This is an optimization exercise on Yosys and OpenROAD, whose aim is small area, a short achievable clock period and few clock cycles per item, not a production implementation.
Function was checked by simulation only, so behaviour that the tests miss may differ from the original.

==> flow/design.v <==
module sha256d_nonce_scanner (
  input  logic         clk,
  input  logic         rst_n,
  input  logic         start,
  input  logic         abort,
  input  logic [639:0] header,
  input  logic [31:0]  nonce_start,
  input  logic [31:0]  nonce_end,
  input  logic [255:0] target,
  output logic         busy,
  output logic         done,
  output logic         found,
  output logic [31:0]  found_nonce,
  output logic [255:0] found_hash,
  output logic [31:0]  cur_nonce
);
  localparam logic [2047:0] K = {
    32'h428a2f98, 32'h71374491, 32'hb5c0fbcf, 32'he9b5dba5, 32'h3956c25b, 32'h59f111f1, 32'h923f82a4, 32'hab1c5ed5,
    32'hd807aa98, 32'h12835b01, 32'h243185be, 32'h550c7dc3, 32'h72be5d74, 32'h80deb1fe, 32'h9bdc06a7, 32'hc19bf174,
    32'he49b69c1, 32'hefbe4786, 32'h0fc19dc6, 32'h240ca1cc, 32'h2de92c6f, 32'h4a7484aa, 32'h5cb0a9dc, 32'h76f988da,
    32'h983e5152, 32'ha831c66d, 32'hb00327c8, 32'hbf597fc7, 32'hc6e00bf3, 32'hd5a79147, 32'h06ca6351, 32'h14292967,
    32'h27b70a85, 32'h2e1b2138, 32'h4d2c6dfc, 32'h53380d13, 32'h650a7354, 32'h766a0abb, 32'h81c2c92e, 32'h92722c85,
    32'ha2bfe8a1, 32'ha81a664b, 32'hc24b8b70, 32'hc76c51a3, 32'hd192e819, 32'hd6990624, 32'hf40e3585, 32'h106aa070,
    32'h19a4c116, 32'h1e376c08, 32'h2748774c, 32'h34b0bcb5, 32'h391c0cb3, 32'h4ed8aa4a, 32'h5b9cca4f, 32'h682e6ff3,
    32'h748f82ee, 32'h78a5636f, 32'h84c87814, 32'h8cc70208, 32'h90befffa, 32'ha4506ceb, 32'hbef9a3f7, 32'hc67178f2
  };
  localparam logic [255:0] IV = {32'h5be0cd19, 32'h1f83d9ab, 32'h9b05688c, 32'h510e527f,
                                 32'ha54ff53a, 32'h3c6ef372, 32'hbb67ae85, 32'h6a09e667};
  localparam logic [31:0] K0   = 32'h428a2f98;
  localparam logic [31:0] IV7  = 32'h5be0cd19;
  function automatic logic [31:0] rotr(input logic [31:0] x, input int n);
    rotr = (x >> n) | (x << (32 - n));
  endfunction
  function automatic logic [31:0] bsig0(input logic [31:0] x);
    bsig0 = rotr(x, 2) ^ rotr(x, 13) ^ rotr(x, 22);
  endfunction
  function automatic logic [31:0] bsig1(input logic [31:0] x);
    bsig1 = rotr(x, 6) ^ rotr(x, 11) ^ rotr(x, 25);
  endfunction
  function automatic logic [31:0] ssig0(input logic [31:0] x);
    ssig0 = rotr(x, 7) ^ rotr(x, 18) ^ (x >> 3);
  endfunction
  function automatic logic [31:0] ssig1(input logic [31:0] x);
    ssig1 = rotr(x, 17) ^ rotr(x, 19) ^ (x >> 10);
  endfunction
  function automatic logic [31:0] bswap32(input logic [31:0] x);
    bswap32 = {x[7:0], x[15:8], x[23:16], x[31:24]};
  endfunction
  function automatic logic [31:0] csa_s(input logic [31:0] x, input logic [31:0] y, input logic [31:0] z);
    csa_s = x ^ y ^ z;
  endfunction
  function automatic logic [31:0] csa_c(input logic [31:0] x, input logic [31:0] y, input logic [31:0] z);
    csa_c = {(x[30:0] & y[30:0]) | (x[30:0] & z[30:0]) | (y[30:0] & z[30:0]), 1'b0};
  endfunction
  localparam logic [1:0] P_IDLE = 2'd0, P_PRE = 2'd1, P_RUN = 2'd2;
  localparam logic [1:0] B_1 = 2'd0, B_2 = 2'd1, B_3 = 2'd2;
  logic [1:0]   phase_q;
  logic [1:0]   blk_q;
  logic [6:0]   c_q;
  logic         done_q, found_q, last_q;
  logic [31:0]  nonce_q;
  logic         hi_lt_q, hi_eq_q, lo_lt_q, lo_eq_q;
  logic [31:0]  a_q, b_q, c2_q, d_q, e_q, f_q, g_q, hkw_q;
  logic [511:0] w_q;      
  logic [255:0] mid_q;    
  function automatic logic [31:0] hw(input int j);
    hw = header[639 - 32*j -: 32];
  endfunction
  logic [31:0] s0, s1, ch, mj, x1, y1, x2, y2, x3, y3, xe, ye, a_n, e_n;
  assign s0 = bsig0(a_q);
  assign s1 = bsig1(e_q);
  assign ch = (e_q & f_q) ^ (~e_q & g_q);
  assign mj = (a_q & b_q) ^ (a_q & c2_q) ^ (b_q & c2_q);
  assign x1 = csa_s(hkw_q, s1, ch);
  assign y1 = csa_c(hkw_q, s1, ch);
  assign xe = csa_s(x1, y1, d_q);
  assign ye = csa_c(x1, y1, d_q);
  assign e_n = xe + ye;
  assign x2 = csa_s(x1, y1, s0);
  assign y2 = csa_c(x1, y1, s0);
  assign x3 = csa_s(x2, y2, mj);
  assign y3 = csa_c(x2, y2, mj);
  assign a_n = x3 + y3;
  logic [31:0] w0, w1, w9, w14, sx1, sy1, sx2, sy2, w_new;
  assign w0  = w_q[32*0 +: 32];
  assign w1  = w_q[32*1 +: 32];
  assign w9  = w_q[32*9 +: 32];
  assign w14 = w_q[32*14 +: 32];
  assign sx1 = csa_s(w0, w9, ssig0(w1));
  assign sy1 = csa_c(w0, w9, ssig0(w1));
  assign sx2 = csa_s(sx1, sy1, ssig1(w14));
  assign sy2 = csa_c(sx1, sy1, ssig1(w14));
  assign w_new = sx2 + sy2;
  logic f_round_q, f_hy0_q, f_67b1_q, f_67b2_q, f_68_q, f_inj_q;
  logic [3:0] f_sel_q;      
  logic [3:0] jj_q;         
  logic [31:0] k_q;         
  logic [255:0] cv;
  logic [31:0]  cva, cve, a_add, e_add;
  assign cv = (blk_q == B_2) ? mid_q : IV;
  always_comb begin
    cva = '0;
    cve = '0;
    for (int i = 0; i < 4; i++) begin
      cva = cva | ({32{f_sel_q[i]}} & cv[32*(3-i) +: 32]);
      cve = cve | ({32{f_sel_q[i]}} & cv[32*(7-i) +: 32]);
    end
  end
  assign a_add = d_q + cva;
  assign e_add = hkw_q + cve;
  logic [31:0] t_hi, t_lo, v_hi, v_lo;
  always_comb begin
    t_hi = '0;
    t_lo = '0;
    for (int i = 0; i < 4; i++) begin
      t_hi = t_hi | ({32{f_sel_q[i]}} & target[32*(7-i) +: 32]);
      t_lo = t_lo | ({32{f_sel_q[i]}} & target[32*(3-i) +: 32]);
    end
  end
  assign v_hi = bswap32(e_add);
  assign v_lo = bswap32(a_add);
  logic first_cmp, hit;
  assign first_cmp = f_sel_q[0];
  logic hi_lt_d, hi_eq_d, lo_lt_d, lo_eq_d;
  assign hi_lt_d = (first_cmp ? 1'b0 : hi_lt_q) | ((first_cmp | hi_eq_q) & (v_hi < t_hi));
  assign hi_eq_d = (first_cmp | hi_eq_q) & (v_hi == t_hi);
  assign lo_lt_d = (first_cmp ? 1'b0 : lo_lt_q) | ((first_cmp | lo_eq_q) & (v_lo < t_lo));
  assign lo_eq_d = (first_cmp | lo_eq_q) & (v_lo == t_lo);
  assign hit = hi_lt_q | (hi_eq_q & (lo_lt_q | lo_eq_q));
  logic [31:0] inj;
  logic [31:0] n_next;
  assign n_next = (blk_q == B_3) ? nonce_q + 32'd1 : nonce_q;
  always_comb begin
    inj = 32'h0;
    if (blk_q == B_2) begin
      if (jj_q == 4'd8)  inj = 32'h80000000;
      if (jj_q == 4'd15) inj = 32'h00000100;
    end else begin
      case (jj_q)
        4'd0:  inj = hw(16);
        4'd1:  inj = hw(17);
        4'd2:  inj = hw(18);
        4'd3:  inj = bswap32(n_next);
        4'd4:  inj = 32'h80000000;
        4'd15: inj = 32'h00000280;
        default: inj = 32'h0;
      endcase
    end
  end
  logic [31:0] hx, hy, hkw_sum;
  logic        stop;    
  assign stop = hit | last_q;
  always_comb begin
    hx = g_q;
    if (phase_q == P_PRE) hx = 32'h0;
    if (f_67b2_q)         hx = d_q;
    if (f_68_q)           hx = mid_q[32*7 +: 32];
    hy = f_hy0_q ? 32'h0 : (f_67b2_q ? cva : w1);
  end
  logic [31:0] hkx, hky;
  assign hkx = csa_s(hx, hy, k_q);
  assign hky = csa_c(hx, hy, k_q);
  assign hkw_sum = hkx + hky;
  logic [1:0]   phase_d, blk_d;
  logic [6:0]   c_d;
  logic         done_d, found_d;
  logic [31:0]  nonce_d;
  logic [255:0] st_d;       
  logic         st_en;
  logic [511:0] w_d;
  logic [255:0] mid_d;
  logic         mid_en;
  logic         accept;
  assign accept = (phase_q == P_IDLE) && start && !abort;
  always_comb begin
    phase_d = phase_q;
    blk_d   = blk_q;
    c_d     = c_q + 7'd1;
    done_d  = 1'b0;
    found_d = found_q;
    nonce_d = nonce_q;
    st_en   = 1'b1;
    st_d    = {hkw_sum, f_q, e_q, e_add, c2_q, b_q, a_q, a_add};           
    w_d     = {(f_inj_q ? inj : w_new), w_q[511:32]};
    mid_d   = {g_q, f_q, e_q, e_add, c2_q, b_q, a_q, a_add};
    mid_en  = 1'b0;
    case (phase_q)
      P_IDLE: begin
        st_en = 1'b0;
        for (int j = 1; j < 16; j++) w_d[32*j +: 32] = hw(j - 1);
        if (accept) begin
          phase_d = P_PRE;
          nonce_d = nonce_start;
          found_d = 1'b0;
        end
      end
      P_PRE: begin
        st_d    = {hkw_sum, IV[32*6 +: 32], IV[32*5 +: 32], IV[32*4 +: 32], IV[32*3 +: 32],
                   IV[32*2 +: 32], IV[32*1 +: 32], IV[32*0 +: 32]};
        w_d[32*15 +: 32] = hw(15);
        c_d     = '0;
        blk_d   = B_1;
        phase_d = P_RUN;
      end
      default: begin
        if (f_round_q) begin
          st_d = {hkw_sum, f_q, e_q, e_n, c2_q, b_q, a_q, a_n};
        end else if (f_67b1_q) begin
          mid_en = 1'b1;
          c_d    = '0;
          blk_d  = B_2;
        end else if (f_67b2_q) begin
          st_d = {hkw_sum, IV[32*6 +: 32], IV[32*5 +: 32], IV[32*4 +: 32], IV[32*3 +: 32],
                  IV[32*2 +: 32], IV[32*1 +: 32], IV[32*0 +: 32]};
          w_d[255:0] = {g_q, f_q, e_q, e_add, c2_q, b_q, a_q, a_add};
          c_d   = '0;
          blk_d = B_3;
        end else if (f_68_q) begin
          if (stop) begin
            st_en   = 1'b0;
            done_d  = 1'b1;
            found_d = hit;
            phase_d = P_IDLE;
          end else begin
            st_d    = {hkw_sum, mid_q[223:0]};
            nonce_d = nonce_q + 32'd1;
            c_d     = '0;
            blk_d   = B_2;
          end
        end
      end
    endcase
    if (abort) begin
      phase_d = P_IDLE;
      done_d  = 1'b0;
    end
  end
  logic       nf_round, nf_hy0, nf_67b1, nf_67b2, nf_68, nf_inj;
  logic [3:0] nf_sel, njj;
  logic [31:0] k_d;
  always_comb begin
    nf_round = (phase_d == P_RUN) && (c_d < 7'd64);
    nf_hy0   = (phase_d == P_RUN) && ((c_d >= 7'd63 && c_d <= 7'd66) || (c_d == 7'd67 && blk_d == B_3));
    nf_67b1  = (phase_d == P_RUN) && (c_d == 7'd67) && (blk_d == B_1);
    nf_67b2  = (phase_d == P_RUN) && (c_d == 7'd67) && (blk_d == B_2);
    nf_68    = (phase_d == P_RUN) && (c_d == 7'd68);
    nf_inj   = (c_d >= ((blk_d == B_3) ? 7'd53 : 7'd52));
    njj      = c_d[3:0] - ((blk_d == B_3) ? 4'd5 : 4'd4);
    nf_sel   = 4'b0001 << c_d[1:0];
    k_d = 32'h0;
    case (c_d[5:0])
      6'd0: k_d = K[2047 - 32*1 -: 32];
      6'd1: k_d = K[2047 - 32*2 -: 32];
      6'd2: k_d = K[2047 - 32*3 -: 32];
      6'd3: k_d = K[2047 - 32*4 -: 32];
      6'd4: k_d = K[2047 - 32*5 -: 32];
      6'd5: k_d = K[2047 - 32*6 -: 32];
      6'd6: k_d = K[2047 - 32*7 -: 32];
      6'd7: k_d = K[2047 - 32*8 -: 32];
      6'd8: k_d = K[2047 - 32*9 -: 32];
      6'd9: k_d = K[2047 - 32*10 -: 32];
      6'd10: k_d = K[2047 - 32*11 -: 32];
      6'd11: k_d = K[2047 - 32*12 -: 32];
      6'd12: k_d = K[2047 - 32*13 -: 32];
      6'd13: k_d = K[2047 - 32*14 -: 32];
      6'd14: k_d = K[2047 - 32*15 -: 32];
      6'd15: k_d = K[2047 - 32*16 -: 32];
      6'd16: k_d = K[2047 - 32*17 -: 32];
      6'd17: k_d = K[2047 - 32*18 -: 32];
      6'd18: k_d = K[2047 - 32*19 -: 32];
      6'd19: k_d = K[2047 - 32*20 -: 32];
      6'd20: k_d = K[2047 - 32*21 -: 32];
      6'd21: k_d = K[2047 - 32*22 -: 32];
      6'd22: k_d = K[2047 - 32*23 -: 32];
      6'd23: k_d = K[2047 - 32*24 -: 32];
      6'd24: k_d = K[2047 - 32*25 -: 32];
      6'd25: k_d = K[2047 - 32*26 -: 32];
      6'd26: k_d = K[2047 - 32*27 -: 32];
      6'd27: k_d = K[2047 - 32*28 -: 32];
      6'd28: k_d = K[2047 - 32*29 -: 32];
      6'd29: k_d = K[2047 - 32*30 -: 32];
      6'd30: k_d = K[2047 - 32*31 -: 32];
      6'd31: k_d = K[2047 - 32*32 -: 32];
      6'd32: k_d = K[2047 - 32*33 -: 32];
      6'd33: k_d = K[2047 - 32*34 -: 32];
      6'd34: k_d = K[2047 - 32*35 -: 32];
      6'd35: k_d = K[2047 - 32*36 -: 32];
      6'd36: k_d = K[2047 - 32*37 -: 32];
      6'd37: k_d = K[2047 - 32*38 -: 32];
      6'd38: k_d = K[2047 - 32*39 -: 32];
      6'd39: k_d = K[2047 - 32*40 -: 32];
      6'd40: k_d = K[2047 - 32*41 -: 32];
      6'd41: k_d = K[2047 - 32*42 -: 32];
      6'd42: k_d = K[2047 - 32*43 -: 32];
      6'd43: k_d = K[2047 - 32*44 -: 32];
      6'd44: k_d = K[2047 - 32*45 -: 32];
      6'd45: k_d = K[2047 - 32*46 -: 32];
      6'd46: k_d = K[2047 - 32*47 -: 32];
      6'd47: k_d = K[2047 - 32*48 -: 32];
      6'd48: k_d = K[2047 - 32*49 -: 32];
      6'd49: k_d = K[2047 - 32*50 -: 32];
      6'd50: k_d = K[2047 - 32*51 -: 32];
      6'd51: k_d = K[2047 - 32*52 -: 32];
      6'd52: k_d = K[2047 - 32*53 -: 32];
      6'd53: k_d = K[2047 - 32*54 -: 32];
      6'd54: k_d = K[2047 - 32*55 -: 32];
      6'd55: k_d = K[2047 - 32*56 -: 32];
      6'd56: k_d = K[2047 - 32*57 -: 32];
      6'd57: k_d = K[2047 - 32*58 -: 32];
      6'd58: k_d = K[2047 - 32*59 -: 32];
      6'd59: k_d = K[2047 - 32*60 -: 32];
      6'd60: k_d = K[2047 - 32*61 -: 32];
      6'd61: k_d = K[2047 - 32*62 -: 32];
      6'd62: k_d = K[2047 - 32*63 -: 32];
      default: k_d = 32'h0;
    endcase
    if (c_d[6]) k_d = 32'h0;
    if (nf_67b1 || nf_68) k_d = K0;
    if (nf_67b2) k_d = IV7 + K0;
    if (phase_d == P_PRE) k_d = IV7 + K0;
  end
  always_ff @(posedge clk or negedge rst_n) begin
    if (!rst_n) begin
      phase_q <= P_IDLE;
      done_q  <= 1'b0;
      found_q <= 1'b0;
      nonce_q <= '0;
    end else begin
      phase_q <= phase_d;
      done_q  <= done_d;
      found_q <= found_d;
      nonce_q <= nonce_d;
    end
  end
  always_ff @(posedge clk) begin
    blk_q   <= blk_d;
    c_q     <= c_d;
    f_round_q <= nf_round;
    f_hy0_q   <= nf_hy0;
    f_67b1_q  <= nf_67b1;
    f_67b2_q  <= nf_67b2;
    f_68_q    <= nf_68;
    f_inj_q   <= nf_inj;
    f_sel_q   <= nf_sel;
    jj_q      <= njj;
    k_q       <= k_d;
    last_q  <= (nonce_q == nonce_end);
    hi_lt_q <= hi_lt_d;
    hi_eq_q <= hi_eq_d;
    lo_lt_q <= lo_lt_d;
    lo_eq_q <= lo_eq_d;
    if (st_en) {hkw_q, g_q, f_q, e_q, d_q, c2_q, b_q, a_q} <= st_d;
    w_q     <= w_d;
    if (mid_en) mid_q <= mid_d;
  end
  assign busy        = (phase_q != P_IDLE);
  assign done        = done_q;
  assign found       = found_q;
  assign found_nonce = found_q ? nonce_q : 32'h0;
  assign found_hash  = found_q ? {a_q, b_q, c2_q, d_q, e_q, f_q, g_q, hkw_q} : 256'h0;
  assign cur_nonce   = nonce_q;
endmodule
==> flow/run.sh <==
#!/bin/bash
# synth_recipe.tcl (not shown) runs the flow's synth.tcl, then flattens the netlist and writes it again
# the make line also repeats each setting of config.mk as NAME=value (left out here)
make -C /OpenROAD-flow-scripts/flow DESIGN_CONFIG=/design/flow/config.mk WORK_HOME=/design/flow/orfs CLKGATE_MAP_FILE= SYNTH_SCRIPT=/design/flow/synth_recipe.tcl finish
==> flow/config.mk <==
export PLATFORM = sky130hd
export DESIGN_NAME = sha256d_nonce_scanner
export DESIGN_NICKNAME = sha256d_nonce_scanner
export VERILOG_FILES = /design/flow/design.v
export SDC_FILE = /design/flow/constraint.sdc
export NUM_CORES = 4
export LEC_CHECK = 0
export CAP_MARGIN = 20
export CORE_MARGIN = 2
export CORE_UTILIZATION = 40
export SETUP_SLACK_MARGIN = 5
export SLEW_MARGIN = 20
==> flow/constraint.sdc <==
create_clock -name core_clock -period 11.0 [get_ports {clk}]
set_input_delay 2.2000 -clock core_clock [delete_from_list [all_inputs] [get_ports {clk}]]
set_output_delay 2.2000 -clock core_clock [all_outputs]
set_load 0.01 [all_outputs]
==> flow_metrics.py, run 1 <==
metrics = {
    "outcome": {
        "outcome": "no timing/DRC/antenna violations",
    },
    "timing": {
        "relSlewSlack_pct": 12.1,
        "hold_viol_final": 0,
        "finalSetupViolCount": 0,
        "final.setup.tns_ns": 0,
        "rsz0062_at_grt": "true",
        "slew_violations": 0,
        "period_share_pct": 55.1,
        "period_needed_ns": 6.06,
        "finClkSkew_ns": 0.0412,
        "worstMarginPinSlew_ns": 1.32,
        "fmax_mhz": 165,
    },
    "synth": {
        "syn_nets": 9020,
        "ys_top_cells_by_area": "edfxtp_1, dfxtp_1, nand2_1, fa_1, ha_1",
        "synthFlopType": "dfxtp_1",
        "synth_edf_count": 512,
        "postSynthCellCount": 7549,
        "async_reset_ff_share_pct": 3.21,
        "synth_seq_cells": 1120,
        "synthDistinctLibCells": 94,
        "syn_area_per_cell_um2": 9.19,
        "ys.warnings.count": 1,
        "yosysSeqAreaShare_pct": 40.0,
        "netlist_area_mm2": 0.0694,
        "synthDominantCellAreaShare_pct": 22.2,
        "netlist.top_cell.by_area": "edfxtp_1",
    },
    "floorplan": {
        "start_util_pct": 40.4,
        "die-width_um": 420,
        "core_mm2": 0.172,
        "die_y_um": 420,
        "io_pins": 1287,
        "rows": 152,
        "dieArea_mm2": 0.177,
    },
    "grt": {
        "grt_pass1_vias": 64296,
        "grt_busiest_layer": "met2",
        "grt_pass1_wl_um": 540000,
        "met3_usage_pct": 12.5,
        "use_met2_pct": 68.3,
        "met1_usage_pct": 53.0,
        "antenna_found_initial": 62,
        "grt_max_degree": 95,
        "grt_util_all_layers_pct": 44.8,
        "overflow": 0,
    },
    "setup_path": {
        "crit_family": "adder cells",
        "cp.arrival_ns": 6.60,
        "worstPathRequired_ns": 11.54,
        "startpoint_type": "flip-flop",
        "end_kind": "flip-flop",
        "crit_path_max_incr_delay_ns": 0.55,
        "cp_common_cell": "fa_1",
        "path_cells": "buf_6 -> xor2_2 -> xnor2_2 -> fa_2 -> fa_1 -> inv_1 -> fa_1 -> ha_1 -> inv_1 -> fa_1 -> nand2b_2 -> a21o_1 -> a31oi_4 -> a311o_1 -> a32o_2 -> a211oi_2 -> o31ai_1 -> a21oi_1 -> xnor2_1 -> a221o_1",
        "critPathMaxFanout": 8,
        "r2r_slack_ns": 4.94,
        "path_buf_inv": 3,
        "critical_path_class": "reg2reg",
        "cp_slowest_cell": "fa_2",
    },
    "cts": {
        "ctsHoldBuffers": 0,
        "cts_root_buffer": "clkbuf_16",
        "cts_tree": "built",
        "clkLatencyLatePin_ns": 0.82,
        "cts_buffers": 134,
        "htree_levels": 4,
        "cts.sinks": 1120,
        "clk_path_buf_depth": 3,
        "clk_pin_slew_ns": 0.07,
    },
    "job": {
        "maxCapViolations": 0,
    },
    "route": {
        "route.vias.total": 68482,
        "initialDrtViolationCount": 9435,
        "drt_wl_total_um": 413000,
        "drtAntennaViolNets": 0,
        "wire_per_inst_um": 37.3,
        "drc": 0,
        "via_per_inst": 6.19,
        "first_pass_iters": 7,
    },
    "cells_and_area": {
        "drive_gt1_share_pct": 6.95,
        "syn_to_final_growth_pct": 29.9,
        "regArea_mm2": 0.0278,
        "final_core_util_pct": 52.4,
        "multi_input_area_mm2": 0.0392,
        "nNetsFinal": 10078,
        "final.fill_count": 16138,
        "mostFrequentLayoutCell": "nand2_1",
        "layout_common_cells": "nand2_1, clkdlybuf4s50_1, dfxtp_1",
    },
    "placed_design": {
        "place_hpwl_um": 320000,
        "io_buffer_count": 1254,
        "gp_congestion": 1.08,
    },
    "worst_hold_path": {
        "hold_class": "reg2reg",
    },
}
[per-stage QoR]
| stage | worst slack (ns) | hold WS, ns | cell area (um^2) | cells |
|---|---|---|---|---|
| 4_1_cts | 4.92 | 0.412 | 89600 | 11006 |
| 2_1_floorplan | 5.77 | 0.399 | 69400 | 7549 |
| 6_report | 4.94 | 0.416 | 90100 | 11071 |
| 3_3_place_gp | 3.59 | 0.402 | 84200 | 10729 |
| 5_1_grt | 4.96 | 0.431 | 90100 | 11049 |
| 3_5_place_dp | 3.49 | 0.405 | 84200 | 10730 |
[sequential cells by signal, indices dropped and copies added, names as in the netlist, 2 cells and up]
signal   cells
hkw_q       32
a_q         32
c_q          7
c2_q        32
phase_q      2
f_sel_q      4
nonce_q     32
f_q         32
b_q         32
e_q         32
blk_q        2
g_q         32
w_q        512
k_q         32
mid_q      256
d_q         32
jj_q         4
[routing by layer]
layer | routed length [um] | vias up
met5 | 158 | -
met4 | 38600 | 24
met3 | 46200 | 1079
met2 | 182000 | 4705
met1 | 146000 | 33722
li1 | - | 28952
[cells in the mapped netlist (all sizes together), types with 47 or more instances]
| master | number |
|---|---|
| a221oi | 73 |
| a22oi | 283 |
| clkbuf | 483 |
| a21o | 92 |
| nor2 | 320 |
| xnor2 | 329 |
| nor2b | 58 |
| fa | 219 |
| o211ai | 59 |
| nand3 | 80 |
| a21oi | 364 |
| a31oi | 47 |
| a211oi | 52 |
| o22a | 91 |
| mux2i | 78 |
| and2 | 314 |
| nand4 | 62 |
| xor2 | 147 |
| nand2 | 1481 |
| ha | 288 |
| dfxtp | 572 |
| nor3 | 98 |
| nand2b | 49 |
| inv | 204 |
| a22o | 140 |
| edfxtp | 512 |
| buf | 74 |
| o21ai | 472 |
[kinds of logic (layout without fill, tap and decap cells)]
logic type	count (synthesis)	in the layout	share of synthesized area (%)
flops	1120	1120	40.0
buf+inv	764	1932	4.19
simple gates	2570	2572	16.5
compound gates	1958	1958	19.1
xor+xnor	476	476	6.01
other cells	0	42	0
mux	124	124	2.31
fa+ha+maj	537	537	11.9
[final timing paths]
kind / startpoint / cells past startpoint / endpoint
max in group asynchronous: rst_n / 1 / found_q
min: w_q[254] / 2 / w_q[222]
max reg2reg: e_q[12] / 20 / a_q[31]
min reg2reg: w_q[254] / 2 / w_q[222]
max: e_q[12] / 20 / a_q[31]
min in group asynchronous: rst_n / 1 / nonce_q[20]
[cell type report]
class / instances / area share, %
antenna: 42 / 0.117
clock inverter: 64 / 0.987
timing repair buffer: 1477 / 16.2
tap: 2310 / 3.21
multi-input combinational: 5667 / 43.5
clock buffer: 184 / 4.34
sequential: 1120 / 30.8
inverter: 207 / 0.875
[worst min-delay path, cell delays in order (launching register included)]
cell and delay (ns):
dfxtp_1 0.31, nand2_1 0.04, nand2_1 0.05
[repair_timing]
item	4_1_cts	5_1_grt
pin swaps	7	17
resized for setup	40	45
setup endpoints to repair	37	17
setup buffers	25	20
gates cloned	3	1
Testbench counts, summed over its fixed seeds: cycles 234,065, items 1,545.
==> inputs of run 2 (changes only) <==
==> flow/flow/run.sh (new file) <==
#!/bin/bash
set -uo pipefail
export BUFFER_PORTS_ARGS="-buffer_cell sky130_fd_sc_hd__buf_1"
export SETUP_SLACK_MARGIN=6
for step in synth floorplan place cts route finish; do
  if ! bash standard.sh "$step" > "$step.log" 2>&1; then
    tail -n 40 "$step.log"
    exit 1
  fi
done
test -s out/final.def
==> flow/standard.sh (new file) <==
#!/bin/bash
# synth_recipe.tcl (not shown) runs the flow's synth.tcl, then flattens the netlist and writes it again
# the make line also repeats each setting of config.mk as NAME=value (left out here)
make -C /OpenROAD-flow-scripts/flow DESIGN_CONFIG=/design/flow/config.mk WORK_HOME=/design/flow/orfs CLKGATE_MAP_FILE= SYNTH_SCRIPT=/design/flow/synth_recipe.tcl "${@:-finish}"
--- a/flow/config.mk
+++ b/flow/config.mk
@@ -9,4 +9,3 @@
 export CORE_MARGIN = 2
 export CORE_UTILIZATION = 40
-export SETUP_SLACK_MARGIN = 5
 export SLEW_MARGIN = 20
removed: flow/run.sh
==> run 2 against run 1 <==
  * Critical path depth decreased by 1
  * Synthesized cell count unchanged
  * Worst setup slack improved by 0.37 ns
  * Critical path type unchanged
  * Synthesized area stayed put
  * Still clean
  * Sequential share of layout area up 1.8 points
  * Wire length grew 0.18%
  * Via count rose by 2.3%
  * Worst hold slack lost 0.0046 ns
  * Clock-buffer cell count is 5 higher
  * Global-route usage hardly changed
  * Largest cell class unchanged
==> flow_metrics.py, run 2 <==
metrics = {
    "cts": {
        "cts_buffers": 134,
        "clk_pin_slew_ns": 0.06,
        "cts.sinks": 1120,
        "clk_path_buf_depth": 3,
        "clkLatencyLatePin_ns": 0.84,
        "htree_levels": 4,
        "cts_root_buffer": "clkbuf_16",
        "cts_tree": "built",
    },
    "floorplan": {
        "io_pins": 1287,
        "rows": 152,
        "die_y_um": 420,
        "die-width_um": 420,
        "start_util_pct": 40.4,
        "core_mm2": 0.172,
        "dieArea_mm2": 0.177,
    },
    "placed_design": {
        "gp_congestion": 1.09,
        "place_hpwl_um": 314000,
        "io_buffer_count": 1254,
    },
    "grt": {
        "grt_util_all_layers_pct": 44.8,
        "grt_pass1_wl_um": 539000,
        "grt_max_degree": 192,
        "grt_pass1_vias": 64434,
        "overflow": 0,
        "antenna_found_initial": 73,
    },
    "cells_and_area": {
        "nNetsFinal": 10231,
        "final_core_util_pct": 49.5,
        "multi_input_area_mm2": 0.0407,
        "final.fill_count": 16682,
        "layout_common_cells": "nand2_1, buf_1, dfxtp_1",
        "regMostFlops": "w_q",
        "mostFrequentLayoutCell": "nand2_1",
        "drive_gt1_share_pct": 10.9,
        "largest_reg_flops": 512,
        "regArea_mm2": 0.0278,
        "syn_to_final_growth_pct": 22.7,
        "largest_registers": "w_q: 512 flops, mid_q: 256 flops",
    },
    "timing": {
        "fmax_mhz": 176,
        "slew_violations": 0,
        "hold_viol_final": 0,
        "relSlewSlack_pct": 7.39,
        "finalSetupViolCount": 0,
        "period_needed_ns": 5.70,
        "whs_ns": 0.412,
        "rsz0062_at_grt": "true",
        "finClkSkew_ns": 0.0421,
        "period_share_pct": 51.8,
        "worstMarginPinSlew_ns": 1.39,
        "final.setup.tns_ns": 0,
    },
    "route": {
        "initialDrtViolationCount": 10031,
        "first_pass_iters": 7,
        "drt_wl_total_um": 413000,
        "wire_per_inst_um": 36.8,
        "route.vias.total": 70084,
        "drc": 0,
        "drtAntennaViolNets": 0,
        "via_per_inst": 6.24,
    },
    "synth": {
        "syn_area_per_cell_um2": 9.19,
        "async_reset_ff_share_pct": 3.21,
        "ys.warnings.count": 1,
        "yosysSeqAreaShare_pct": 40.0,
        "syn_nets": 9020,
        "synthMostInstantiatedCell": "nand2_1",
        "netlist_area_mm2": 0.0694,
        "synthFlopType": "dfxtp_1",
        "synth_common_cells": "nand2_1, dfxtp_1, edfxtp_1",
        "synthDistinctLibCells": 94,
        "synthDominantCellAreaShare_pct": 22.2,
        "synth_seq_cells": 1120,
        "synth_edf_count": 512,
        "netlist.top_cell.by_area": "edfxtp_1",
        "ys_top_cells_by_area": "edfxtp_1, dfxtp_1, nand2_1, fa_1, ha_1",
        "postSynthCellCount": 7549,
    },
    "setup_path": {
        "startpoint_type": "flip-flop",
        "cp.arrival_ns": 6.27,
        "worstPathRequired_ns": 11.57,
        "critical_path_class": "reg2reg",
        "end_kind": "flip-flop",
        "critPathMaxFanout": 2,
    },
    "worst_hold_path": {
        "hold_class": "reg2reg",
    },
    "outcome": {
        "outcome": "no timing/DRC/antenna violations",
    },
    "job": {
        "maxCapViolations": 0,
    },
}
-- run 2: what timing repair did --
| action | 4_1_cts | 5_1_grt |
|---|---|---|
| hold buffers | 0 | 0 |
| pin swaps | 87 | 149 |
| buffers inserted | 104 | 72 |
| setup endpoints to repair | 367 | 66 |
| cloned | 8 | 8 |
| gates resized for setup | 266 | 231 |
-- run 2: layer usage --
metal | track usage [%] | up-vias | share of wire [%] | wire [um]
met4 | 37.8 | 22 | 10 | 42100
met3 | 12.8 | 1189 | 11 | 45200
met1 | 53.1 | 34643 | 36 | 148000
met2 | 67.0 | 4971 | 43 | 178000
li1 | - | 29259 | - | -
met5 | 0 | - | 0.037 | 154
-- run 2: area by class of cell --
| cell class | count | area share (%) |
|---|---|---|
| antenna | 50 | 0.147 |
| clock buffer | 189 | 4.51 |
| clock inverter | 56 | 0.820 |
| inverter | 207 | 0.931 |
| multi-input combinational | 5672 | 47.8 |
| sequential | 1120 | 32.7 |
| tap | 2310 | 3.40 |
| timing repair buffer | 1625 | 9.75 |
-- run 2: metrics by stage --
| step | cell area [um^2] | instances | setup WS, ns |
|---|---|---|---|
| finish | 85100 | 11229 | 5.30 |
| CTS | 83200 | 11098 | 5.42 |
| global placement | 76500 | 10738 | 3.71 |
| floorplan | 69400 | 7549 | 6.00 |
| global route | 85000 | 11207 | 5.17 |
| detailed placement | 76500 | 10741 | 3.58 |
-- run 2: logic make-up (layout without fill, tap and decap cells) --
logic type      Yosys count  after routing  share of synthesized area [%]
flops                  1120           1120                           40.0
mux                     124            124                           2.31
xor+xnor                476            476                           6.01
simple gates           2570           2577                           16.5
fa+ha+maj               537            537                           11.9
buf+inv                 764           2077                           4.19
other cells               0             50                              0
compound gates         1958           1958                           19.1
-- run 2: final timing paths --
check,startpoint,endpoint,slack [ns],depth (start not counted)
min,w_q[226],w_q[194],0.41,2
min in group asynchronous,rst_n,nonce_q[29],1.45,2
min reg2reg,w_q[226],w_q[194],0.41,2
max,e_q[26],a_q[31],5.30,19
max in group asynchronous,rst_n,phase_q[1],9.13,2
max reg2reg,e_q[26],a_q[31],5.30,19
-- run 2: worst max-delay path, cell delays in order (launching register included) --
cell and delay, ns:
edfxtp_1 0.55, xor2_2 0.23, xnor2_2 0.29, fa_2 0.57
fa_2 0.56, inv_2 0.04, fa_1 0.50, ha_2 0.20
inv_2 0.04, fa_2 0.38, nand2b_4 0.16, a21o_1 0.21
a31oi_4 0.19, a311o_2 0.28, a32o_2 0.26, a211oi_4 0.09
o31ai_2 0.28, a21oi_2 0.11, xnor2_1 0.14, a221o_1 0.33
==> inputs of run 3 (changes only) <==
--- a/flow/design.v
+++ b/flow/design.v
@@ -92,11 +92,12 @@
   assign sy2 = csa_c(sx1, sy1, ssig1(w14));
   assign w_new = sx2 + sy2;
-  logic f_round_q, f_hy0_q, f_67b1_q, f_67b2_q, f_68_q, f_inj_q;
+  logic f_gate_q, f_cvmid_q, f_round_q, f_hy0_q, f_67b1_q, f_67b2_q, f_68_q, f_69_q, f_inj_q;
   logic [3:0] f_sel_q;      
+  logic [3:0] f_csel_q;     
   logic [3:0] jj_q;         
   logic [31:0] k_q;         
   logic [255:0] cv;
   logic [31:0]  cva, cve, a_add, e_add;
-  assign cv = (blk_q == B_2) ? mid_q : IV;
+  assign cv = f_cvmid_q ? mid_q : IV;
   always_comb begin
     cva = '0;
@@ -107,6 +108,6 @@
     end
   end
-  assign a_add = d_q + cva;
-  assign e_add = hkw_q + cve;
+  assign a_add = (f_gate_q ? 32'h0 : d_q) + cva;
+  assign e_add = (f_gate_q ? 32'h0 : hkw_q) + cve;
   logic [31:0] t_hi, t_lo, v_hi, v_lo;
   always_comb begin
@@ -114,18 +115,22 @@
     t_lo = '0;
     for (int i = 0; i < 4; i++) begin
-      t_hi = t_hi | ({32{f_sel_q[i]}} & target[32*(7-i) +: 32]);
-      t_lo = t_lo | ({32{f_sel_q[i]}} & target[32*(3-i) +: 32]);
+      t_hi = t_hi | ({32{f_csel_q[i]}} & target[32*(7-i) +: 32]);
+      t_lo = t_lo | ({32{f_csel_q[i]}} & target[32*(3-i) +: 32]);
     end
   end
-  assign v_hi = bswap32(e_add);
-  assign v_lo = bswap32(a_add);
-  logic first_cmp, hit;
-  assign first_cmp = f_sel_q[0];
+  assign v_hi = bswap32(e_q);
+  assign v_lo = bswap32(a_q);
+  logic first_cmp, hit, h_lt, h_eq, l_lt, l_eq;
+  assign first_cmp = f_csel_q[0];
+  assign h_lt = (v_hi < t_hi);
+  assign h_eq = (v_hi == t_hi);
+  assign l_lt = (v_lo < t_lo);
+  assign l_eq = (v_lo == t_lo);
   logic hi_lt_d, hi_eq_d, lo_lt_d, lo_eq_d;
-  assign hi_lt_d = (first_cmp ? 1'b0 : hi_lt_q) | ((first_cmp | hi_eq_q) & (v_hi < t_hi));
-  assign hi_eq_d = (first_cmp | hi_eq_q) & (v_hi == t_hi);
-  assign lo_lt_d = (first_cmp ? 1'b0 : lo_lt_q) | ((first_cmp | lo_eq_q) & (v_lo < t_lo));
-  assign lo_eq_d = (first_cmp | lo_eq_q) & (v_lo == t_lo);
-  assign hit = hi_lt_q | (hi_eq_q & (lo_lt_q | lo_eq_q));
+  assign hi_lt_d = (first_cmp ? 1'b0 : hi_lt_q) | ((first_cmp | hi_eq_q) & h_lt);
+  assign hi_eq_d = (first_cmp | hi_eq_q) & h_eq;
+  assign lo_lt_d = (first_cmp ? 1'b0 : lo_lt_q) | ((first_cmp | lo_eq_q) & l_lt);
+  assign lo_eq_d = (first_cmp | lo_eq_q) & l_eq;
+  assign hit = hi_lt_d | (hi_eq_d & (lo_lt_d | lo_eq_d));
   logic [31:0] inj;
   logic [31:0] n_next;
@@ -155,6 +160,6 @@
     if (phase_q == P_PRE) hx = 32'h0;
     if (f_67b2_q)         hx = d_q;
-    if (f_68_q)           hx = mid_q[32*7 +: 32];
-    hy = f_hy0_q ? 32'h0 : (f_67b2_q ? cva : w1);
+    if (f_69_q)           hx = mid_q[32*7 +: 32];
+    hy = f_hy0_q ? 32'h0 : (f_67b2_q ? mid_q[31:0] : w1);
   end
   logic [31:0] hkx, hky;
@@ -167,5 +172,4 @@
   logic [31:0]  nonce_d;
   logic [255:0] st_d;       
-  logic         st_en;
   logic [511:0] w_d;
   logic [255:0] mid_d;
@@ -180,5 +184,4 @@
     found_d = found_q;
     nonce_d = nonce_q;
-    st_en   = 1'b1;
     st_d    = {hkw_sum, f_q, e_q, e_add, c2_q, b_q, a_q, a_add};           
     w_d     = {(f_inj_q ? inj : w_new), w_q[511:32]};
@@ -187,5 +190,4 @@
     case (phase_q)
       P_IDLE: begin
-        st_en = 1'b0;
         for (int j = 1; j < 16; j++) w_d[32*j +: 32] = hw(j - 1);
         if (accept) begin
@@ -196,6 +198,6 @@
       end
       P_PRE: begin
-        st_d    = {hkw_sum, IV[32*6 +: 32], IV[32*5 +: 32], IV[32*4 +: 32], IV[32*3 +: 32],
-                   IV[32*2 +: 32], IV[32*1 +: 32], IV[32*0 +: 32]};
+        st_d    = {hkw_sum, IV[32*6 +: 32], IV[32*5 +: 32], e_add, IV[32*3 +: 32],
+                   IV[32*2 +: 32], IV[32*1 +: 32], a_add};
         w_d[32*15 +: 32] = hw(15);
         c_d     = '0;
@@ -217,15 +219,16 @@
           blk_d = B_3;
         end else if (f_68_q) begin
+          mid_en = hit;
           if (stop) begin
-            st_en   = 1'b0;
             done_d  = 1'b1;
             found_d = hit;
             phase_d = P_IDLE;
-          end else begin
-            st_d    = {hkw_sum, mid_q[223:0]};
-            nonce_d = nonce_q + 32'd1;
-            c_d     = '0;
-            blk_d   = B_2;
           end
+        end else if (f_69_q) begin
+          st_d    = {hkw_sum, mid_q[32*6 +: 32], mid_q[32*5 +: 32], e_add, mid_q[32*3 +: 32],
+                     mid_q[32*2 +: 32], mid_q[32*1 +: 32], a_add};
+          nonce_d = nonce_q + 32'd1;
+          c_d     = '0;
+          blk_d   = B_2;
         end
       end
@@ -236,16 +239,19 @@
     end
   end
-  logic       nf_round, nf_hy0, nf_67b1, nf_67b2, nf_68, nf_inj;
+  logic       nf_round, nf_hy0, nf_67b1, nf_67b2, nf_68, nf_69, nf_inj;
   logic [3:0] nf_sel, njj;
   logic [31:0] k_d;
+  logic run_d;    
+  assign run_d = (phase_q == P_PRE) || (phase_q == P_RUN);
   always_comb begin
-    nf_round = (phase_d == P_RUN) && (c_d < 7'd64);
-    nf_hy0   = (phase_d == P_RUN) && ((c_d >= 7'd63 && c_d <= 7'd66) || (c_d == 7'd67 && blk_d == B_3));
-    nf_67b1  = (phase_d == P_RUN) && (c_d == 7'd67) && (blk_d == B_1);
-    nf_67b2  = (phase_d == P_RUN) && (c_d == 7'd67) && (blk_d == B_2);
-    nf_68    = (phase_d == P_RUN) && (c_d == 7'd68);
-    nf_inj   = (c_d >= ((blk_d == B_3) ? 7'd53 : 7'd52));
-    njj      = c_d[3:0] - ((blk_d == B_3) ? 4'd5 : 4'd4);
-    nf_sel   = 4'b0001 << c_d[1:0];
+    nf_round = run_d && (c_d < 7'd64);
+    nf_hy0   = run_d && ((c_d >= 7'd63 && c_d <= 7'd66) || (c_d == 7'd67 && blk_d == B_3));
+    nf_67b1  = run_d && (c_d == 7'd67) && (blk_d == B_1);
+    nf_67b2  = run_d && (c_d == 7'd67) && (blk_d == B_2);
+    nf_68    = run_d && (c_d == 7'd68);
+    nf_69    = run_d && (c_d == 7'd69);
+    nf_inj   = (c_d >= ((blk_d == B_3) ? 7'd54 : 7'd52));
+    njj      = c_d[3:0] - ((blk_d == B_3) ? 4'd6 : 4'd4);
+    nf_sel   = ((phase_d == P_PRE) || nf_69) ? 4'b1000 : nf_68 ? 4'b0000 : (4'b0001 << c_d[1:0]);
     k_d = 32'h0;
     case (c_d[5:0])
@@ -316,5 +322,5 @@
     endcase
     if (c_d[6]) k_d = 32'h0;
-    if (nf_67b1 || nf_68) k_d = K0;
+    if (nf_67b1 || nf_69) k_d = K0;
     if (nf_67b2) k_d = IV7 + K0;
     if (phase_d == P_PRE) k_d = IV7 + K0;
@@ -336,4 +342,7 @@
     blk_q   <= blk_d;
     c_q     <= c_d;
+    f_cvmid_q <= run_d && (phase_q != P_PRE) && ((blk_d == B_2) || nf_69);
+    f_gate_q  <= (phase_d == P_PRE) || nf_69;
+    f_csel_q  <= f_sel_q;
     f_round_q <= nf_round;
     f_hy0_q   <= nf_hy0;
@@ -341,4 +350,5 @@
     f_67b2_q  <= nf_67b2;
     f_68_q    <= nf_68;
+    f_69_q    <= nf_69;
     f_inj_q   <= nf_inj;
     f_sel_q   <= nf_sel;
@@ -350,5 +360,5 @@
     lo_lt_q <= lo_lt_d;
     lo_eq_q <= lo_eq_d;
-    if (st_en) {hkw_q, g_q, f_q, e_q, d_q, c2_q, b_q, a_q} <= st_d;
+    {hkw_q, g_q, f_q, e_q, d_q, c2_q, b_q, a_q} <= st_d;
     w_q     <= w_d;
     if (mid_en) mid_q <= mid_d;
@@ -358,5 +368,6 @@
   assign found       = found_q;
   assign found_nonce = found_q ? nonce_q : 32'h0;
-  assign found_hash  = found_q ? {a_q, b_q, c2_q, d_q, e_q, f_q, g_q, hkw_q} : 256'h0;
+  assign found_hash  = found_q ? {mid_q[32*1 +: 32], mid_q[32*2 +: 32], mid_q[32*3 +: 32], mid_q[32*0 +: 32],
+                                   mid_q[32*5 +: 32], mid_q[32*6 +: 32], mid_q[32*7 +: 32], mid_q[32*4 +: 32]} : 256'h0;
   assign cur_nonce   = nonce_q;
 endmodule
--- a/flow/config.mk
+++ b/flow/config.mk
@@ -9,3 +9,4 @@
 export CORE_MARGIN = 2
 export CORE_UTILIZATION = 40
+export CTS_BUF_LIST = sky130_fd_sc_hd__clkbuf_8
 export SLEW_MARGIN = 20
==> run 3 against run 2 <==
  * Still clean on timing, DRC and antenna
  * Global-route usage is 3.6 points higher
  * Final area is 5.1% lower
  * Wire length is 4.7% higher
  * Final cell count is 6.0% lower
  * Die area is 2.8% lower
  * Synthesized cell count is 8.1% lower
  * First-iteration DRC count is 7.9% higher
==> flow_metrics.py, run 3 <==
metrics = {
    "outcome": {
        "outcome": "no timing/DRC/antenna violations",
    },
    "cts": {
        "cts_tree": "built",
        "ctsHoldBuffers": 0,
        "cts.sinks": 1126,
        "clk_pin_slew_ns": 0.07,
        "cts_root_buffer": "clkbuf_8",
        "cts_buffers": 196,
        "clkLatencyLatePin_ns": 0.99,
        "clk_path_buf_depth": 3,
        "htree_levels": 4,
    },
    "timing": {
        "period_needed_ns": 5.15,
        "whs_ns": 0.441,
        "rsz0062_at_grt": "true",
        "finClkSkew_ns": 0.0569,
        "finalSetupViolCount": 0,
        "relSlewSlack_pct": 19.3,
        "hold_viol_final": 0,
        "final.setup.tns_ns": 0,
        "worstMarginPinSlew_ns": 1.21,
        "fmax_mhz": 194,
        "slew_violations": 0,
        "period_share_pct": 46.8,
    },
    "placed_design": {
        "place_hpwl_um": 340000,
        "io_buffer_count": 1254,
        "dp.cells": 10041,
        "gp_congestion": 1.19,
        "dpl_cell_area_mm2": 0.0746,
    },
    "setup_path": {
        "cp_slowest_cell": "o21ai_2",
        "path_buf_inv": 4,
        "critPathMaxFanout": 17,
        "end_kind": "flip-flop",
        "path_cells": "buf_6 -> buf_6 -> o21ai_2 -> nand3_1 -> ha_1 -> and3_1 -> and2_1 -> nand2_1 -> a211oi_4 -> o41ai_4 -> buf_4 -> xnor2_2 -> buf_4 -> a22oi_1 -> o21ai_4",
        "worstPathRequired_ns": 11.76,
        "crit_path_max_incr_delay_ns": 0.85,
        "critical_path_class": "reg2reg",
        "crit_family": "compound AO/OA/AOI/OAI gates",
        "startpoint_type": "flip-flop",
        "cp.arrival_ns": 5.91,
    },
    "floorplan": {
        "die-width_um": 415,
        "dieArea_mm2": 0.172,
        "core_mm2": 0.167,
        "die_y_um": 415,
        "io_pins": 1287,
        "rows": 150,
        "start_util_pct": 40.3,
    },
    "synth": {
        "muxShareOfSynthArea_pct": 6.12,
        "ys_top_cells_by_area": "dfxtp_1, edfxtp_1, fa_1, a22oi_1, ha_1",
        "netlist.top_cell.by_area": "dfxtp_1",
        "synth-simple-area-share_pct": 10.6,
        "synth_adder_area_share_pct": 12.1,
        "synth_common_cells": "dfxtp_1, a22oi_1, clkbuf_1",
        "netlist_area_mm2": 0.0674,
        "ys.warnings.count": 1,
        "synth-xor-area-share_pct": 6.14,
        "async_reset_ff_share_pct": 3.20,
        "synth_top_family_by_area": "compound AO/OA/AOI/OAI gates",
        "synth_compound_area_share_pct": 23.0,
        "synth_edf_count": 256,
        "synthDistinctLibCells": 95,
        "synthFlopType": "dfxtp_1",
        "postSynthCellCount": 6941,
        "syn_area_per_cell_um2": 9.71,
        "synthDominantCellAreaShare_pct": 24.8,
        "synth_seq_cells": 1126,
        "yosysSeqAreaShare_pct": 37.5,
        "syn_nets": 8403,
        "synthMostInstantiatedCell": "dfxtp_1",
    },
    "cells_and_area": {
        "drive_gt1_share_pct": 13.4,
        "mostFrequentLayoutCell": "buf_1",
        "final_cells": 10554,
        "syn_to_final_growth_pct": 19.8,
        "layout_common_cells": "buf_1, dfxtp_1, a22oi_1",
        "final_area_mm2": 0.0808,
        "regMostFlops": "w_q",
        "largest_reg_flops": 512,
        "multi_input_area_mm2": 0.0401,
        "nNetsFinal": 9556,
        "final.fill_count": 16260,
        "largest_registers": "w_q: 512 flops, mid_q: 256 flops",
        "regArea_mm2": 0.0254,
    },
    "route": {
        "drtAntennaViolNets": 0,
        "via_per_inst": 6.48,
        "drc": 0,
        "first_pass_iters": 13,
        "initialDrtViolationCount": 10819,
        "drt_wl_total_um": 433000,
        "route.vias.total": 68432,
        "wire_per_inst_um": 41.0,
    },
    "worst_hold_path": {
        "hold_class": "reg2reg",
    },
    "grt": {
        "overflow": 0,
        "grt_util_all_layers_pct": 48.5,
        "antenna_found_initial": 96,
        "grt_pass1_vias": 63763,
        "grt_max_degree": 137,
        "grt_pass1_wl_um": 567000,
    },
    "job": {
        "maxCapViolations": 0,
    },
}
==> run 3: cell type report <==
| cell class | instances | share of cell area, % |
|---|---|---|
| Sequential cell | 1126 | 31.4 |
| Tap cell | 2204 | 3.41 |
| Multi-Input combinational cell | 5007 | 49.6 |
| Inverter | 252 | 1.17 |
| Timing Repair Buffer | 1511 | 8.93 |
| Antenna cell | 92 | 0.285 |
| Clock buffer | 235 | 4.00 |
| Clock inverter | 127 | 1.14 |
==> run 3: path summary, 6_finish.rpt <==
check / start / depth (start not counted) / slack [ns] / endpoint
worst min-delay path: w_q[430] / 1 / 0.44 / w_q[398]
worst min register to register: w_q[430] / 1 / 0.44 / w_q[398]
min in group asynchronous: rst_n / 2 / 1.31 / nonce_q[1]
max in group asynchronous: rst_n / 2 / 9.19 / found_q
worst max-delay path: f_sel_q[3] / 15 / 5.85 / w_q[152]
worst max register to register: f_sel_q[3] / 15 / 5.85 / w_q[152]
==> run 3: cells by family (layout without fill, tap and decap cells) <==
logic type	Yosys count	in the layout
multiplexers	344	344
other	0	92
AO/OA/AOI/OAI	2235	2235
adder cells (fa/ha/maj)	527	527
AND/OR/NAND/NOR	1428	1428
flip-flops	1126	1126
XOR/XNOR	473	473
buffers and inverters	808	2125
==> run 3: through the flow <==
stage	utilization (%)	setup slack [ns]
2_1_floorplan	-	-0.196
3_3_place_gp	44.6	4.38
3_5_place_dp	44.6	4.28
4_1_cts	47.6	5.98
5_1_grt	48.2	5.92
6_report	48.3	5.85
==> run 3: timing repair <==
item,4_1_cts,5_1_grt
gates cloned,3,4
resized for setup,176,120
setup endpoints to repair,566,320
setup buffers,17,35
pin swaps,12,32
==> run 3: metal layers <==
metal / vias to the layer above / GRT usage, % / wire (um)
met2: 5345 / 70.2 / 181000
met1: 33805 / 57.1 / 153000
met4: 34 / 44.4 / 47300
met3: 1303 / 15.5 / 51200
li1: 27945 / - / -
met5: - / 0 / 242
Testbench counts of run 3, summed over its fixed seeds: cycles 235,290, items 1,545.
==> inputs of run 4 (changes only) <==
--- a/flow/design.v
+++ b/flow/design.v
@@ -67,19 +67,26 @@
     hw = header[639 - 32*j -: 32];
   endfunction
-  logic [31:0] s0, s1, ch, mj, x1, y1, x2, y2, x3, y3, xe, ye, a_n, e_n;
-  assign s0 = bsig0(a_q);
-  assign s1 = bsig1(e_q);
-  assign ch = (e_q & f_q) ^ (~e_q & g_q);
-  assign mj = (a_q & b_q) ^ (a_q & c2_q) ^ (b_q & c2_q);
-  assign x1 = csa_s(hkw_q, s1, ch);
-  assign y1 = csa_c(hkw_q, s1, ch);
-  assign xe = csa_s(x1, y1, d_q);
-  assign ye = csa_c(x1, y1, d_q);
-  assign e_n = xe + ye;
-  assign x2 = csa_s(x1, y1, s0);
-  assign y2 = csa_c(x1, y1, s0);
-  assign x3 = csa_s(x2, y2, mj);
-  assign y3 = csa_c(x2, y2, mj);
+  logic [31:0] s0, s1, ch, mj, x1, y1, x2, y2, x3, y3, xe1, ye1, xe, ye, a_n, e_n;
+  logic [31:0] hf, hg, hdf, hdg;
+  assign s0  = bsig0(a_q);
+  assign s1  = bsig1(e_q);
+  assign ch  = (e_q & f_q) | (~e_q & g_q);
+  assign mj  = (a_q & (b_q | c2_q)) | (~a_q & (b_q & c2_q));
+  assign hf  = hkw_q ^ f_q;
+  assign hg  = hkw_q ^ g_q;
+  assign hdf = hf ^ d_q;
+  assign hdg = hg ^ d_q;
+  assign x1  = ((e_q & hf) | (~e_q & hg)) ^ mj;
+  assign y1  = {((hkw_q[30:0] & ch[30:0]) | (hkw_q[30:0] & mj[30:0]) | (ch[30:0] & mj[30:0])), 1'b0};
+  assign xe1 = (e_q & hdf) | (~e_q & hdg);
+  assign ye1 = {((hkw_q[30:0] & ch[30:0]) | (hkw_q[30:0] & d_q[30:0]) | (ch[30:0] & d_q[30:0])), 1'b0};
+  assign x2 = csa_s(x1, y1, s1);
+  assign y2 = csa_c(x1, y1, s1);
+  assign x3 = csa_s(x2, y2, s0);
+  assign y3 = csa_c(x2, y2, s0);
   assign a_n = x3 + y3;
+  assign xe = csa_s(xe1, ye1, s1);
+  assign ye = csa_c(xe1, ye1, s1);
+  assign e_n = xe + ye;
   logic [31:0] w0, w1, w9, w14, sx1, sy1, sx2, sy2, w_new;
   assign w0  = w_q[32*0 +: 32];
@@ -92,5 +99,6 @@
   assign sy2 = csa_c(sx1, sy1, ssig1(w14));
   assign w_new = sx2 + sy2;
-  logic f_gate_q, f_cvmid_q, f_round_q, f_hy0_q, f_67b1_q, f_67b2_q, f_68_q, f_69_q, f_inj_q;
+  logic f_pre_q, f_gate_q, f_cvmid_q, f_round_q, f_hy0_q, f_67b1_q, f_67b2_q, f_68_q, f_69_q, f_inj_q;
+  logic hit_q, stop_q;      
   logic [3:0] f_sel_q;      
   logic [3:0] f_csel_q;     
@@ -158,5 +166,5 @@
   always_comb begin
     hx = g_q;
-    if (phase_q == P_PRE) hx = 32'h0;
+    if (f_pre_q)          hx = 32'h0;
     if (f_67b2_q)         hx = d_q;
     if (f_69_q)           hx = mid_q[32*7 +: 32];
@@ -218,15 +226,14 @@
           c_d   = '0;
           blk_d = B_3;
-        end else if (f_68_q) begin
-          mid_en = hit;
-          if (stop) begin
+        end else if (f_69_q) begin
+          mid_en = hit_q;
+          if (stop_q) begin
             done_d  = 1'b1;
-            found_d = hit;
+            found_d = hit_q;
             phase_d = P_IDLE;
           end
-        end else if (f_69_q) begin
           st_d    = {hkw_sum, mid_q[32*6 +: 32], mid_q[32*5 +: 32], e_add, mid_q[32*3 +: 32],
                      mid_q[32*2 +: 32], mid_q[32*1 +: 32], a_add};
-          nonce_d = nonce_q + 32'd1;
+          nonce_d = stop_q ? nonce_q : nonce_q + 32'd1;
           c_d     = '0;
           blk_d   = B_2;
@@ -246,5 +253,5 @@
   always_comb begin
     nf_round = run_d && (c_d < 7'd64);
-    nf_hy0   = run_d && ((c_d >= 7'd63 && c_d <= 7'd66) || (c_d == 7'd67 && blk_d == B_3));
+    nf_hy0   = run_d && ((c_d >= 7'd63 && c_d <= 7'd66) || ((c_d == 7'd67 || c_d == 7'd68) && blk_d == B_3));
     nf_67b1  = run_d && (c_d == 7'd67) && (blk_d == B_1);
     nf_67b2  = run_d && (c_d == 7'd67) && (blk_d == B_2);
@@ -253,5 +260,5 @@
     nf_inj   = (c_d >= ((blk_d == B_3) ? 7'd54 : 7'd52));
     njj      = c_d[3:0] - ((blk_d == B_3) ? 4'd6 : 4'd4);
-    nf_sel   = ((phase_d == P_PRE) || nf_69) ? 4'b1000 : nf_68 ? 4'b0000 : (4'b0001 << c_d[1:0]);
+    nf_sel   = ((phase_d == P_PRE) || (nf_69 && !stop)) ? 4'b1000 : (nf_68 || nf_69) ? 4'b0000 : (4'b0001 << c_d[1:0]);
     k_d = 32'h0;
     case (c_d[5:0])
@@ -342,6 +349,9 @@
     blk_q   <= blk_d;
     c_q     <= c_d;
-    f_cvmid_q <= run_d && (phase_q != P_PRE) && ((blk_d == B_2) || nf_69);
-    f_gate_q  <= (phase_d == P_PRE) || nf_69;
+    f_cvmid_q <= run_d && (phase_q != P_PRE) && ((blk_d == B_2) || (nf_69 && !stop));
+    f_gate_q  <= (phase_d == P_PRE) || (nf_69 && !stop);
+    f_pre_q   <= (phase_d == P_PRE);
+    hit_q     <= hit;
+    stop_q    <= stop;
     f_csel_q  <= f_sel_q;
     f_round_q <= nf_round;
@@ -368,6 +378,6 @@
   assign found       = found_q;
   assign found_nonce = found_q ? nonce_q : 32'h0;
-  assign found_hash  = found_q ? {mid_q[32*1 +: 32], mid_q[32*2 +: 32], mid_q[32*3 +: 32], mid_q[32*0 +: 32],
-                                   mid_q[32*5 +: 32], mid_q[32*6 +: 32], mid_q[32*7 +: 32], mid_q[32*4 +: 32]} : 256'h0;
+  assign found_hash  = found_q ? {mid_q[32*2 +: 32], mid_q[32*3 +: 32], mid_q[32*0 +: 32], mid_q[32*1 +: 32],
+                                   mid_q[32*6 +: 32], mid_q[32*7 +: 32], mid_q[32*4 +: 32], mid_q[32*5 +: 32]} : 256'h0;
   assign cur_nonce   = nonce_q;
 endmodule
==> flow/flow/run.sh (replaced) <==
#!/bin/bash
set -uo pipefail
export BUFFER_PORTS_ARGS="-buffer_cell sky130_fd_sc_hd__buf_1"
export SETUP_SLACK_MARGIN=6.5
for step in synth floorplan place cts route finish; do
  if ! bash standard.sh "$step" > "$step.log" 2>&1; then
    tail -n 40 "$step.log"
    exit 1
  fi
done
test -s out/final.def
==> run 4 against run 3 <==
  * Via count fell by 0.68%
  * Die area about the same
  * Global-route usage is 4.7 points lower
  * Non-clock buffer count increased by 82
  * Final cell count increased by 2.5%
  * Worst setup slack better by 0.39 ns
  * Worst hold slack got worse by 0.0022 ns
  * Critical path type unchanged
==> flow_metrics.py, run 4 <==
metrics = {
    "placed_design": {
        "dp.cells": 10219,
        "place_hpwl_um": 303000,
        "gp_congestion": 1.08,
        "io_buffer_count": 1254,
    },
    "setup_path": {
        "worstSetupPathDepth": 16,
        "crit_path_max_incr_delay_ns": 0.48,
        "r2r-start": "a_q[4]",
        "startpoint": "a_q[4]",
        "path_buf_inv": 3,
        "worstPathRequired_ns": 11.93,
        "cp_slowest_cell": "maj3_1",
        "crit_end": "a_q[30]",
        "end_kind": "flip-flop",
        "critical_path_class": "reg2reg",
        "path_cells": "buf_4 -> maj3_1 -> o21ai_1 -> fa_2 -> inv_1 -> fa_1 -> ha_1 -> o21ai_1 -> or4_4 -> a31oi_4 -> a221o_4 -> a221oi_4 -> o211ai_1 -> buf_4 -> and4b_1 -> a211oi_2",
        "crit_family": "compound AO/OA/AOI/OAI gates",
        "worstReg2RegEnd": "a_q[30]",
        "reg2reg_depth": 16,
        "startpoint_type": "flip-flop",
        "r2r_slack_ns": 6.24,
        "critPathMaxFanout": 8,
        "cp.arrival_ns": 5.69,
    },
    "synth": {
        "ys_top_cells_by_area": "dfxtp_1, edfxtp_1, fa_1, ha_1, xnor2_1",
        "synthDistinctLibCells": 101,
        "netlist.top_cell.by_area": "dfxtp_1",
        "postSynthCellCount": 7150,
        "netlist_area_mm2": 0.0675,
        "synth_common_cells": "dfxtp_1, inv_1, clkbuf_1",
        "syn_area_per_cell_um2": 9.44,
        "async_reset_ff_share_pct": 3.19,
        "synth_edf_count": 256,
        "synthDominantCellAreaShare_pct": 24.8,
        "yosysSeqAreaShare_pct": 37.5,
        "syn_nets": 8581,
        "synth_seq_cells": 1128,
        "synthFlopType": "dfxtp_1",
        "synthMostInstantiatedCell": "dfxtp_1",
        "ys.warnings.count": 1,
    },
    "floorplan": {
        "rows": 150,
        "die-width_um": 415,
        "die_y_um": 415,
        "core_mm2": 0.167,
        "dieArea_mm2": 0.172,
        "start_util_pct": 40.3,
        "io_pins": 1287,
    },
    "timing": {
        "finClkSkew_ns": 0.0652,
        "worstMarginPinSlew_ns": 1.44,
        "relSlewSlack_pct": 4.17,
        "finalSetupViolCount": 0,
        "period_needed_ns": 4.76,
        "final.setup.tns_ns": 0,
        "slew_violations": 0,
        "period_share_pct": 43.3,
        "rsz0062_at_grt": "true",
        "fmax_mhz": 210,
        "hold_viol_final": 0,
    },
    "grt": {
        "grt_pass1_vias": 62732,
        "grt_max_degree": 159,
        "overflow": 0,
        "antenna_found_initial": 57,
        "grt_util_all_layers_pct": 43.8,
        "grt_pass1_wl_um": 525000,
    },
    "cts": {
        "clk_path_buf_depth": 3,
        "cts.sinks": 1128,
        "cts_buffers": 195,
        "clkLatencyLatePin_ns": 1.02,
        "cts_tree": "built",
        "cts_root_buffer": "clkbuf_8",
        "clk_pin_slew_ns": 0.08,
        "htree_levels": 4,
    },
    "route": {
        "route.vias.total": 67968,
        "drc": 0,
        "via_per_inst": 6.28,
        "drtAntennaViolNets": 0,
        "first_pass_iters": 15,
        "initialDrtViolationCount": 11992,
        "drt_wl_total_um": 401000,
        "wire_per_inst_um": 37.1,
    },
    "worst_hold_path": {
        "hold_class": "reg2reg",
        "min_from": "w_q[95]",
    },
    "outcome": {
        "outcome": "no timing/DRC/antenna violations",
    },
    "cells_and_area": {
        "final_cells": 10820,
        "regMostFlops": "w_q",
        "nNetsFinal": 9838,
        "largest_registers": "w_q: 512 flops, mid_q: 256 flops",
        "layout_common_cells": "buf_1, dfxtp_1, inv_1",
        "syn_to_final_growth_pct": 26.3,
        "drive_gt1_share_pct": 20.2,
        "largest_reg_flops": 512,
        "mostFrequentLayoutCell": "buf_1",
    },
    "job": {
        "maxCapViolations": 0,
    },
}
run 4: repair_timing:
item / in CTS / in global routing
pin swaps: 67 / 124
setup buffers: 72 / 78
cloned: 22 / 20
hold endpoints to repair: 0 / 0
hold buffers: 0 / 0
endpoints found under the setup margin: 465 / 269
resized for setup: 596 / 701
run 4: area by class of cell:
class | count | area [um^2]
Clock buffer | 235 | 3230
Inverter | 550 | 2070
Sequential cell | 1128 | 25600
Clock inverter | 135 | 1000
Multi-Input combinational cell | 4939 | 40500
Timing Repair Buffer | 1593 | 9970
Fill cell | 15810 | 82200
Tap cell | 2204 | 2760
Antenna cell | 36 | 90.1
run 4: kinds of logic (layout without fill, tap and decap cells):
kind of cell    after synthesis  in the layout  synth area share (%)
simple gates               1641           1641                  12.1
flops                      1128           1128                  37.5
compound gates             1892           1892                  19.8
fa+ha+maj                   516            516                  11.5
buf+inv                    1083           2513                  6.09
xor+xnor                    555            555                  7.20
other cells                   0             36                     0
mux                         335            335                  5.88
run 4: worst min-delay path: stages (launching register included):
cell and delay [ns]:
dfxtp_1 0.31, a222oi_1 0.07, inv_1 0.06
run 4: worst min-delay path by stage:
| stage | cells after the start | endpoint |
|---|---|---|
| 2_1_floorplan | 0 | f_csel_q[1] |
| 3_3_place_gp | 2 | w_q[147] |
| 3_5_place_dp | 2 | w_q[147] |
| 4_1_cts | 1 | w_q[366] |
| 5_1_grt | 2 | w_q[63] |
| 6_report | 2 | w_q[63] |
run 4: per-layer routing:
metal	track usage, %	part of all wire, %	vias to the layer above
li1	-	-	28181
met1	56.3	38	33435
met2	65.4	42	5294
met3	13.0	12	1018
met4	25.0	7.2	40
met5	0	0.091	-
run 4: metrics by stage:
stage / cell area [um^2] / hold WS, ns / setup WS (ns) / util [%]
2_1_floorplan: 67600 / 0.329 / 3.35 / -
3_3_place_gp: 74300 / 0.431 / 5.35 / 44.4
3_5_place_dp: 74300 / 0.431 / 5.28 / 44.4
4_1_cts: 81700 / 0.442 / 6.34 / 48.8
5_1_grt: 85200 / 0.456 / 6.14 / 50.9
6_report: 85200 / 0.439 / 6.24 / 50.9
Testbench counts of run 4, summed over its fixed seeds: cycles 235,610, items 1,545.

port drivers added, routing unchanged:
How much do the figures lean on ideal ports? The routed layouts below were timed once more, with nothing changed but the port constraints. Step 1: set_driving_cell puts a clkbuf_16 on clk and a buf_2 on each other input, an assumption about the parent block. Step 2 moves the port delays by t, midway between the first and last clock arrival at a register: inputs arrive t later, outputs are due t later. That takes back most of the time a late clock gives input paths. Three values: no drivers, after step 1, after step 2; two values: the first two.
run	shift t [ns]	setup slack, ns	worst setup path after step 2	clock arrival spread, ns	worst data-port slew with drivers (ns)
run 1	0.875	4.936 / 4.936 / 4.936	register to register	0.041 / 0.041	0.29
run 2	0.921	5.303 / 5.303 / 5.303	register to register	0.043 / 0.042	0.28
run 3	1.054	5.848 / 5.848 / 5.035	input to register	0.060 / 0.061	0.28
run 4	1.082	6.242 / 6.242 / 5.614	input to register	0.071 / 0.072	0.22
After both steps setup and hold are still met in every run listed. For run 3, which loses most, drivers alone change the setup slack by 0.000 ns; drivers and shift together by -0.813 ns.
